What follows belongs to an exercise in optimizing a design on an open flow for small area; a production flow would make more cautious choices. In this exercise RTL edits were held to simulation tests only and were not proved equivalent to the original. Power is estimated from default activity; no workload was simulated.

==> job 1055 <==
==> flow/design.v (excerpt) <==
module trivium_top #(
    parameter int STEP_BITS = 64
) (
    input logic clk,
    input logic rst,
    input logic start,
    input logic stall,
    input trivium_pkg::key_t key,
    input trivium_pkg::iv_t iv,
    output logic [STEP_BITS-1:0] keystream,
    output logic keystream_valid,
    output logic ready
);
    logic [288:1] r;
    logic [288:1] d;
    logic setup, gen;
    logic [4:0] cnt;
    logic load, adv, hold, last;
    assign ready = !setup;
    assign load = start && !setup && !stall;
    assign last = &cnt;
    assign adv = !stall && ((setup && !last) || (gen && !start));
    assign hold = !(load || adv);
    always_ff @(posedge clk) begin
        if (rst) begin
            setup <= 1'b0;
            gen <= 1'b0;
        end else if (load) begin
            setup <= 1'b1;
            gen <= 1'b0;
        end else if (setup && !stall && last) begin
  ...
==> module trivium_top, before the edit <==
module trivium_top #(
    parameter int STEP_BITS = 64
) (
    input logic clk,
    input logic rst,
    input logic start,
    input logic stall,
    input trivium_pkg::key_t key,
    input trivium_pkg::iv_t iv,
    output logic [STEP_BITS-1:0] keystream,
    output logic keystream_valid,
    output logic ready
);
    logic [288:1] r;
    logic [288:1] d;
    logic setup, gen;
    logic [4:0] cnt;
    logic load, adv, hold, last;
    assign ready = !setup;
    assign load = start && !setup && !stall;
    assign last = &cnt;
    assign adv = !stall && ((setup && !last) || (gen && !start));
    assign hold = !(load || adv);
    always_ff @(posedge clk) begin
        if (rst) begin
            setup <= 1'b0;
            gen <= 1'b0;
        end else if (load) begin
            setup <= 1'b1;
            gen <= 1'b0;
        end else if (setup && !stall && last) begin
            setup <= 1'b0;
            gen <= 1'b1;
        end
    end
    always_ff @(posedge clk) begin
        if (load) cnt <= 5'd10;
        else if (!stall) cnt <= {cnt[3:0], cnt[4] ^ cnt[2]};
    end
    always_ff @(posedge clk) begin
        if (rst) keystream_valid <= 1'b0;
        else keystream_valid <= gen && !stall && !start;
    end
    logic [288:1] u, p, q;
    for (genvar k = 0; k < 64; k++) begin : g_round
        trivium_round i_round (
            .a66(r[66-k]), .a69(r[69-k]), .a93(r[93-k]),
            .b69(r[162-k]), .b78(r[171-k]), .b84(r[177-k]),
            .c66(r[243-k]), .c87(r[264-k]), .c111(r[288-k]),
            .ua(u[64-k]), .ub(u[157-k]), .uc(u[241-k]), .z(keystream[k])
        );
        assign p[64-k] = r[286-k];
        assign q[64-k] = r[287-k];
        assign p[157-k] = r[91-k];
        assign q[157-k] = r[92-k];
        assign p[241-k] = r[175-k];
        assign q[241-k] = r[176-k];
    end
    for (genvar i = 1; i <= 288; i++) begin : g_bit
        localparam bit FRESH = (i <= 64) || (i >= 94 && i <= 157) || (i >= 178 && i <= 241);
        localparam bit KEY = (i <= 80) || (i >= 94 && i <= 173);
        if (FRESH && KEY) begin : g_fkey
            trivium_fkey i_sel (.ld(load), .adv(adv), .hold(hold), .k(i <= 80 ? key[i-1] : iv[i-94]),
                .u(u[i]), .p(p[i]), .q(q[i]), .r(r[i]), .d(d[i]));
        end else if (FRESH) begin : g_fzero
            logic n;
            trivium_xand i_n (.a(u[i]), .p(p[i]), .q(q[i]), .y(n));
            trivium_sel2 i_sel (.adv(adv), .hold(hold), .n(n), .q(r[i]), .d(d[i]));
        end else if (KEY) begin : g_skey
            trivium_sel3 i_sel (.ld(load), .adv(adv), .hold(hold), .k(i <= 80 ? key[i-1] : iv[i-94]),
                .n(r[i-64]), .q(r[i]), .d(d[i]));
        end else if (i >= 286) begin : g_sone
            trivium_sel1 i_sel (.ld(load), .adv(adv), .hold(hold), .n(r[i-64]), .q(r[i]), .d(d[i]));
        end else begin : g_szero
            trivium_sel2 i_sel (.adv(adv), .hold(hold), .n(r[i-64]), .q(r[i]), .d(d[i]));
        end
    end
    always_ff @(posedge clk) r <= d;
endmodule
==> module trivium_round, before the edit <==
module trivium_round (
    input logic a66, a69, a93,
    input logic b69, b78, b84,
    input logic c66, c87, c111,
    output logic ua, ub, uc, z
);
    logic t1, t2, t3, t12;
    trivium_xor2 i_t1 (.a(a66), .b(a93), .y(t1));
    trivium_xor2 i_t2 (.a(b69), .b(b84), .y(t2));
    trivium_xor2 i_t3 (.a(c66), .b(c111), .y(t3));
    trivium_xor2 i_t12 (.a(t1), .b(t2), .y(t12));
    trivium_xor2 i_z (.a(t12), .b(t3), .y(z));
    trivium_xor2 i_ub (.a(t1), .b(b78), .y(ub));
    trivium_xor2 i_uc (.a(t2), .b(c87), .y(uc));
    trivium_xor2 i_ua (.a(t3), .b(a69), .y(ua));
endmodule
==> module trivium_mux3n, before the edit <==
module trivium_mux3n (
    input logic ld, adv, hold,
    input logic k, u, q,
    output logic y
);
    assign y = !((ld & k) | (adv & u) | (hold & q));
endmodule
==> module trivium_xnand3, before the edit <==
module trivium_xnand3 (
    input logic m, adv, p, q,
    output logic y
);
    logic n;
    trivium_nand3 i_n (.a(adv), .b(p), .c(q), .y(n));
    trivium_xor2 i_x (.a(m), .b(n), .y(y));
endmodule
==> module trivium_nand3, before the edit <==
module trivium_nand3 (
    input logic a, b, c,
    output logic y
);
    assign y = !(a & b & c);
endmodule
==> module trivium_fkey, before the edit <==
module trivium_fkey (
    input logic ld, adv, hold,
    input logic k, u, p, q, r,
    output logic d
);
    logic m;
    trivium_mux3n i_m (.ld(ld), .adv(adv), .hold(hold), .k(k), .u(u), .q(r), .y(m));
    trivium_xnand3 i_x (.m(m), .adv(adv), .p(p), .q(q), .y(d));
endmodule
==> module trivium_sel1, before the edit <==
module trivium_sel1 (
    input logic ld, adv, hold,
    input logic n, q,
    output logic d
);
    assign d = ld | (adv & n) | (hold & q);
endmodule
Settings: LEC_CHECK=0, CAP_MARGIN=0, CORE_MARGIN=2, CORE_UTILIZATION=45, SLEW_MARGIN=0, SYNTH_HIERARCHICAL=1; clock period 4.0 ns.
standard.sh (not shown) runs the stock make flow with config.mk's settings and CLKGATE_MAP_FILE= SYNTH_SCRIPT=/design/flow/synth_recipe.tcl, a recipe that flattens the netlist after the stock synthesis.
==> flow/flow/run.sh <==
#!/bin/bash
# The standard layout with two changes: each port is buffered by the smallest buffer (buf_1)
# instead of the delay buffer buffer_ports picks by default, and the clock tree is built from
# clkbuf_4 over sink clusters of at most 10 flip-flops, without dummy loads.
set -euo pipefail
export BUFFER_PORTS_ARGS="-buffer_cell sky130_fd_sc_hd__buf_1"
export CTS_ARGS="-sink_clustering_enable -repair_clock_nets -buf_list sky130_fd_sc_hd__clkbuf_4 -sink_clustering_size 10 -sink_clustering_max_diameter 40 -dont_use_dummy_load"
bash standard.sh > standard.log 2>&1
==> job 9105 (differences from job 1055) <==
--- a/flow/design.v
+++ b/flow/design.v
@@ -136,8 +136,8 @@
         end
     end
     always_ff @(posedge clk) begin
-        if (load) cnt <= 5'd10;
-        else if (!stall) cnt <= {cnt[3:0], cnt[4] ^ cnt[2]};
+        if (load) cnt <= 5'd14;
+        else if (!stall) cnt <= cnt + 1'b1;
     end
     always_ff @(posedge clk) begin
         if (rst) keystream_valid <= 1'b0;
==> flow/flow/run.sh (replaced) <==
#!/bin/bash
# The standard layout with two changes: each port is buffered by the smallest buffer (buf_1)
# instead of the delay buffer buffer_ports picks by default, and the clock tree is built from
# clkbuf_8 over sink clusters of at most 16 flip-flops, without dummy loads.
set -euo pipefail
export BUFFER_PORTS_ARGS="-buffer_cell sky130_fd_sc_hd__buf_1"
export CTS_ARGS="-sink_clustering_enable -repair_clock_nets -buf_list sky130_fd_sc_hd__clkbuf_8 -sink_clustering_size 16 -sink_clustering_max_diameter 50 -dont_use_dummy_load"
bash standard.sh > standard.log 2>&1
==> job 852 (differences from job 1055) <==
==> flow/design.v (replaced) <==
package trivium_pkg;
    localparam int KEY_BITS = 80;
    localparam int IV_BITS = 80;
    localparam int STATE_BITS = 288;
    localparam int A_BITS = 93;   
    localparam int B_BITS = 84;   
    localparam int C_BITS = 111;  
    localparam int SETUP_ROUNDS = 1152;
    typedef logic [KEY_BITS-1:0] key_t;
    typedef logic [IV_BITS-1:0] iv_t;
    typedef struct packed {
        logic [C_BITS-1:0] c;
        logic [B_BITS-1:0] b;
        logic [A_BITS-1:0] a;
    } regs_t;
    typedef union packed {
        logic [STATE_BITS-1:0] flat;
        regs_t regs;
    } trivium_state_u;
endpackage
`timescale 1ns/1ps
module trivium_xor2 (
    input logic a, b,
    output logic y
);
    assign y = a ^ b;
endmodule
module trivium_xand (
    input logic a, p, q,
    output logic y
);
    assign y = a ^ (p & q);
endmodule
module trivium_round (
    input logic a66, a69, a91, a92, a93,
    input logic b69, b78, b82, b83, b84,
    input logic c66, c87, c109, c110, c111,
    output logic fa, fb, fc, z
);
    logic t1, t2, t3, t12, u1, u2, u3;
    trivium_xor2 i_t1 (.a(a66), .b(a93), .y(t1));
    trivium_xor2 i_t2 (.a(b69), .b(b84), .y(t2));
    trivium_xor2 i_t3 (.a(c66), .b(c111), .y(t3));
    trivium_xor2 i_t12 (.a(t1), .b(t2), .y(t12));
    trivium_xor2 i_z (.a(t12), .b(t3), .y(z));
    trivium_xor2 i_u1 (.a(t1), .b(b78), .y(u1));
    trivium_xor2 i_u2 (.a(t2), .b(c87), .y(u2));
    trivium_xor2 i_u3 (.a(t3), .b(a69), .y(u3));
    trivium_xand i_fb (.a(u1), .p(a91), .q(a92), .y(fb));
    trivium_xand i_fc (.a(u2), .p(b82), .q(b83), .y(fc));
    trivium_xand i_fa (.a(u3), .p(c109), .q(c110), .y(fa));
endmodule
`timescale 1ns/1ps
module trivium_sel3 (
    input logic ld, adv, hold,
    input logic k, n, q,
    output logic d
);
    assign d = (ld & k) | (adv & n) | (hold & q);
endmodule
module trivium_sel2 (
    input logic adv, hold,
    input logic n, q,
    output logic d
);
    assign d = (adv & n) | (hold & q);
endmodule
`timescale 1ns/1ps
module trivium_top #(
    parameter int STEP_BITS = 64
) (
    input logic clk,
    input logic rst,
    input logic start,
    input logic stall,
    input trivium_pkg::key_t key,
    input trivium_pkg::iv_t iv,
    output logic [STEP_BITS-1:0] keystream,
    output logic keystream_valid,
    output logic ready
);
    logic [288:1] s;
    logic [288:1] nx;
    logic [288:1] ld;
    logic [63:0] z;
    logic setup, gen;
    logic [4:0] cnt;
    logic load, adv;
    assign ready = !setup;
    assign load = start && !setup && !stall;
    assign adv = !stall && (setup || (gen && !start));
    always_ff @(posedge clk) begin
        if (rst) begin
            setup <= 1'b0;
            gen <= 1'b0;
        end else if (load) begin
            setup <= 1'b1;
            gen <= 1'b0;
        end else if (setup && !stall && cnt == 5'd17) begin
            setup <= 1'b0;
            gen <= 1'b1;
        end
    end
    always_ff @(posedge clk) begin
        if (load) cnt <= '0;
        else if (!stall) cnt <= cnt + 1'b1;
    end
    always_ff @(posedge clk) begin
        if (rst) keystream_valid <= 1'b0;
        else keystream_valid <= gen && !stall && !start;
    end
    for (genvar k = 0; k < 64; k++) begin : g_round
        trivium_round i_round (
            .a66(s[66-k]), .a69(s[69-k]), .a91(s[91-k]), .a92(s[92-k]), .a93(s[93-k]),
            .b69(s[162-k]), .b78(s[171-k]), .b82(s[175-k]), .b83(s[176-k]), .b84(s[177-k]),
            .c66(s[243-k]), .c87(s[264-k]), .c109(s[286-k]), .c110(s[287-k]), .c111(s[288-k]),
            .fa(nx[1+63-k]), .fb(nx[94+63-k]), .fc(nx[178+63-k]), .z(z[k])
        );
    end
    assign nx[93:65] = s[29:1];
    assign nx[177:158] = s[113:94];
    assign nx[288:242] = s[224:178];
    always_comb begin
        ld = '0;
        ld[80:1] = key;
        ld[173:94] = iv;
        ld[288:286] = 3'b111;
    end
    wire hold = !(load || adv);
    logic [288:1] d;
    for (genvar i = 1; i <= 288; i++) begin : g_bit
        if ((i >= 1 && i <= 80) || (i >= 94 && i <= 173)) begin : g_key
            trivium_sel3 i_sel (.ld(load), .adv(adv), .hold(hold), .k(ld[i]), .n(nx[i]), .q(s[i]), .d(d[i]));
        end else if (i >= 286) begin : g_one
            assign d[i] = load | (adv & nx[i]) | (hold & s[i]);
        end else begin : g_zero
            trivium_sel2 i_sel (.adv(adv), .hold(hold), .n(nx[i]), .q(s[i]), .d(d[i]));
        end
    end
    always_ff @(posedge clk) s <= d;
    always_ff @(posedge clk) keystream <= z;
endmodule
==> flow/run.sh (new file) <==
#!/bin/bash
# synth_recipe.tcl (not shown) runs the flow's synth.tcl, then flattens the netlist and writes it again
# the make line also repeats each setting of config.mk as NAME=value (left out here)
make -C /OpenROAD-flow-scripts/flow DESIGN_CONFIG=/design/flow/config.mk WORK_HOME=/design/flow/orfs CLKGATE_MAP_FILE= SYNTH_SCRIPT=/design/flow/synth_recipe.tcl finish
Settings changed: CAP_MARGIN 0 to 20, CORE_UTILIZATION 45 to 40, SLEW_MARGIN 0 to 20.
removed: flow/flow/run.sh
removed: flow/standard.sh
==> summary of the runs <==
- Job 9105 ran to the end with no violations. Job 1055 produced a clean layout. Job 852 finished with timing, DRC and antenna clean.
- In job 9105 the combinational power is lower than in job 1055, by about 4%.
- Sequential cell count: job 9105 is lower than job 852 (64).
- Of job 852 and job 9105, job 852 has the higher sequential power (gap 8.1%, measured against job 9105).
- In job 852 the total power is higher than in job 1055, by 11%.
- In job 852 the area after synthesis is larger than in job 1055, by 10%.
==> figures <==
metric                                                             job 1055     job 852    job 9105
Result of the run                          no timing/DRC/antenna violations  no timing/DRC/antenna violations  no timing/DRC/antenna violations
TritonCTS Sinks                                                         296         360         296
Gate count after technology mapping                                   1,546       1,742       1,543
Met1 GRT Util                                                         48.6%       39.4%       48.8%
Post-placement setup slack                                          1.32 ns    0.954 ns    0.907 ns
Width of the die                                                     193 µm      214 µm      193 µm
Comb pwr                                                          0.00994 W   0.00866 W   0.00956 W
Data arrival, critical path                                         2.67 ns     3.08 ns     2.52 ns
Clock latency reported for the late side of the worst-skew pair     0.78 ns     0.58 ns     0.60 ns
Post-synthesis area per instance                                   10.4 µm²    10.1 µm²    10.4 µm²
Register area share after synthesis                                   37.0%       40.8%       37.0%
Worst Hold Class                                                  in -> reg  reg -> reg   in -> reg

==> afterwards: timing with drivers on the ports <==
The results above use ideal ports. As a check the final layouts listed here were re-extracted and re-timed, cells and wires unchanged. Step 1, drivers: a clkbuf_16 drives clk and a buf_2 each remaining input, both assumed. Step 2 also shifts input and output timing later by t, the mid clock arrival at the registers, as if the neighbouring blocks saw the same clock. Three values: ideal, step 1, step 2; two values: the first two.
run	t, ns	setup slack, ns	worst register clock-pin slew, ns	worst data-port slew with drivers (ns)	cell pins on the clock port's net
job 1055	0.801	0.531 / 0.481 / 1.211	0.12 / 0.12	0.05	1
job 9105	0.626	0.683 / 0.632 / 0.818	0.09 / 0.09	0.04	1
job 852	0.623	1.426 / 1.460 / 0.838	0.06 / 0.06	0.05	1
After both steps setup and hold are still met in every run listed. For job 852, which loses most, drivers alone change the setup slack by +0.034 ns; drivers and shift together by -0.588 ns.
